This is an optimization exercise on Yosys and OpenROAD, whose aim is small area, a short achievable clock period and few clock cycles per item, not a production implementation.
In this exercise RTL edits were held to simulation tests only and were not proved equivalent to the original.

Setup of run C:
## matrix_mac_engine
module matrix_mac_engine #(
  parameter int DATA_WIDTH = 32,
  parameter int MAX_DIM = 4,
  parameter int ACC_WIDTH = 2*DATA_WIDTH + $clog2(MAX_DIM)
) (
  input  logic clk,
  input  logic rst_n,
  input  logic in_valid,
  output logic in_ready,
  input  logic [$clog2(MAX_DIM+1)-1:0] cfg_dim,
  input  logic [MAX_DIM-1:0][MAX_DIM-1:0][DATA_WIDTH-1:0] matrix_A,
  input  logic [MAX_DIM-1:0][MAX_DIM-1:0][DATA_WIDTH-1:0] matrix_B,
  output logic [MAX_DIM-1:0][MAX_DIM-1:0][DATA_WIDTH-1:0] matrix_C,
  output logic out_valid,
  input  logic out_ready,
  output logic busy
);
  localparam int NQ = 167;
  logic [3:1][3:0][31:0] a_r;        
  logic [3:0][3:0][47:0] e_r;        
  logic [1:0] ab_nm1;                
  logic a_pend;                      
  logic [1:0] a_ptr;                 
  logic [3:0][31:0] p0_x;
  logic p0_v, p0_first, p0_last;
  logic [1:0] p0_row, p0_nm1;
  logic p0_pack;                     
  logic [3:0][NQ-1:0] p1_q;
  logic p1_v, p1_first, p1_last;
  logic [1:0] p1_row, p1_nm1;
  logic p1_pack;
  logic [1:0] in_nm1;
  always_comb begin
    case (cfg_dim)
      3'd1: in_nm1 = 2'd0;
      3'd2: in_nm1 = 2'd1;
      3'd3: in_nm1 = 2'd2;
      default: in_nm1 = 2'd3;
    endcase
  end
  logic in_pack;
  assign in_pack = (in_nm1 == 2'd1);
  logic [3:0][NQ-1:0] s1_q;
  logic [3:0][31:0] s2_z;
  for (genvar j = 0; j < 4; j++) begin : g_col
    mm_dot_s0 u_s0 (
      .x0(p0_x[0]), .x1(p0_x[1]), .x2(p0_x[2]), .x3(p0_x[3]),
      .e0(e_r[0][j]), .e1(e_r[1][j]), .e2(e_r[2][j]), .e3(e_r[3][j]),
      .q(s1_q[j])
    );
    mm_dot_s1 u_s1 (.q(p1_q[j]), .z(s2_z[j]));
  end
  logic stall, commit, p0_load;
  assign stall = p1_v & p1_first & out_valid & ~out_ready;
  ...
Size in the first run: ~20000 cells after synthesis, ~2500 flip-flops, roughly 0.26 mm² of cells after synthesis.
Settings: LEC_CHECK=0, CAP_MARGIN=20, CORE_MARGIN=2, CORE_UTILIZATION=40, SLEW_MARGIN=20, SYNTH_HIERARCHICAL=1, SYNTH_MINIMUM_KEEP_SIZE=0; clock period 12.0 ns.
standard.sh (not shown) runs the stock make flow with config.mk's settings and CLKGATE_MAP_FILE= SYNTH_SCRIPT=/design/flow/synth_recipe.tcl, a recipe that flattens the netlist after the stock synthesis.
==> flow/flow/run.sh <==
#!/bin/bash
# Own layout flow: the standard ORFS flow (standard.sh) with the standard synthesis,
# clock and constraints, changing only how the layout is placed and repaired:
#  - ports are buffered with sky130_fd_sc_hd__buf_4 cells instead of the default buffer;
#  - outbuf.tcl (before detailed placement) moves each output port's buffer next to the
#    flip-flop that drives it, so the buffer drives the long wire to the pin;
#  - timing repair aims for a setup slack of SETUP_MARGIN ns instead of 0, so the resizer
#    keeps working the paths down towards a shorter period rather than stopping at 12 ns.
# make's full output is in flow_make.log here; ORFS's per-step logs are under orfs/logs.
set -euo pipefail
SETUP_MARGIN=8.0
bash standard.sh finish \
  "SETUP_SLACK_MARGIN=${SETUP_MARGIN}" \
  "BUFFER_PORTS_ARGS=-buffer_cell sky130_fd_sc_hd__buf_4" \
  "PRE_DETAIL_PLACE_TCL=$PWD/flow/outbuf.tcl" \
  > flow_make.log 2>&1
==> flow/flow/outbuf.tcl <==
# Runs before detailed placement (PRE_DETAIL_PLACE_TCL): moves each output port's buffer
# next to the flip-flop that drives it, so the buffer rather than the flip-flop drives the
# wire to the pin. Detailed placement then legalizes the moved buffers.
set block [ord::get_db_block]
set moved 0
foreach bt [$block getBTerms] {
  if { [$bt getIoType] ne "OUTPUT" } { continue }
  set net [$bt getNet]
  if { $net eq "NULL" } { continue }
  set buf ""
  foreach it [$net getITerms] { if { [$it isOutputSignal] } { set buf [$it getInst] } }
  if { $buf eq "" } { continue }
  set drv ""
  foreach it [$buf getITerms] {
    if { [$it isInputSignal] } {
      foreach it2 [[$it getNet] getITerms] {
        if { [$it2 isOutputSignal] } { set drv [$it2 getInst] }
      }
    }
  }
  if { $drv eq "" } { continue }
  set dl [$drv getLocation]
  $buf setLocation [lindex $dl 0] [lindex $dl 1]
  incr moved
}
puts "outbuf.tcl: moved $moved output buffers next to their drivers"
FAIL run C @ global routing: tool exited with error
Testbench counts of run C, summed over its fixed seeds: cycles 1,266, items 384.
Here is what was changed in the inputs of run R compared with run C.
==> flow/run.sh (new file) <==
#!/bin/bash
# synth_recipe.tcl (not shown) runs the flow's synth.tcl, then flattens the netlist and writes it again
# the make line also repeats each setting of config.mk as NAME=value (left out here)
make -C /OpenROAD-flow-scripts/flow DESIGN_CONFIG=/design/flow/config.mk WORK_HOME=/design/flow/orfs CLKGATE_MAP_FILE= SYNTH_SCRIPT=/design/flow/synth_recipe.tcl finish
removed: flow/flow/run.sh
removed: flow/flow/outbuf.tcl
removed: flow/standard.sh
Notes after the runs:
- Between run C and run R, the number of enable-type register cells in the synthesized netlist figures differ only marginally.
- Between run R and run C, the number of sinks on the clock net does not differ in any meaningful way.
- Going from run C to run R, the total clock buffers created by CTS was found to have gone down by 6.
- From run C to run R the numbers moved as follows: height of the chip now sits at about the same level, number of unique standard cell types used by synthesis shows no meaningful change, number of placed cells counting well taps flat.
- The log for run C ends in global routing with error GRT-0232, so the run never completed.
- Run R: PASS, flow complete, no timing, DRC or antenna violations

port drivers added, routing unchanged:
No port has a modelled driver above. Below, the same layout with a new extraction and two added sets of constraints. Step 1 assumes that a clkbuf_16 drives the clock port and a buf_2 every other input. Step 2, shift: input delay + t, output delay - t, t = (earliest + latest rising clock arrival at the registers) / 2. This alone moves slack from input paths to output paths. a / b / c = ideal ports / drivers / drivers and shift; a / b = the first two.
run: run R
t, ns: 1.200
setup WS [ns]: 5.726 / 5.726 / 5.268
hold WS [ns]: 0.359 / 0.359 / 0.359
After both steps setup and hold are still met in run R. For run R, drivers alone change the setup slack by 0.000 ns; drivers and shift together by -0.458 ns.
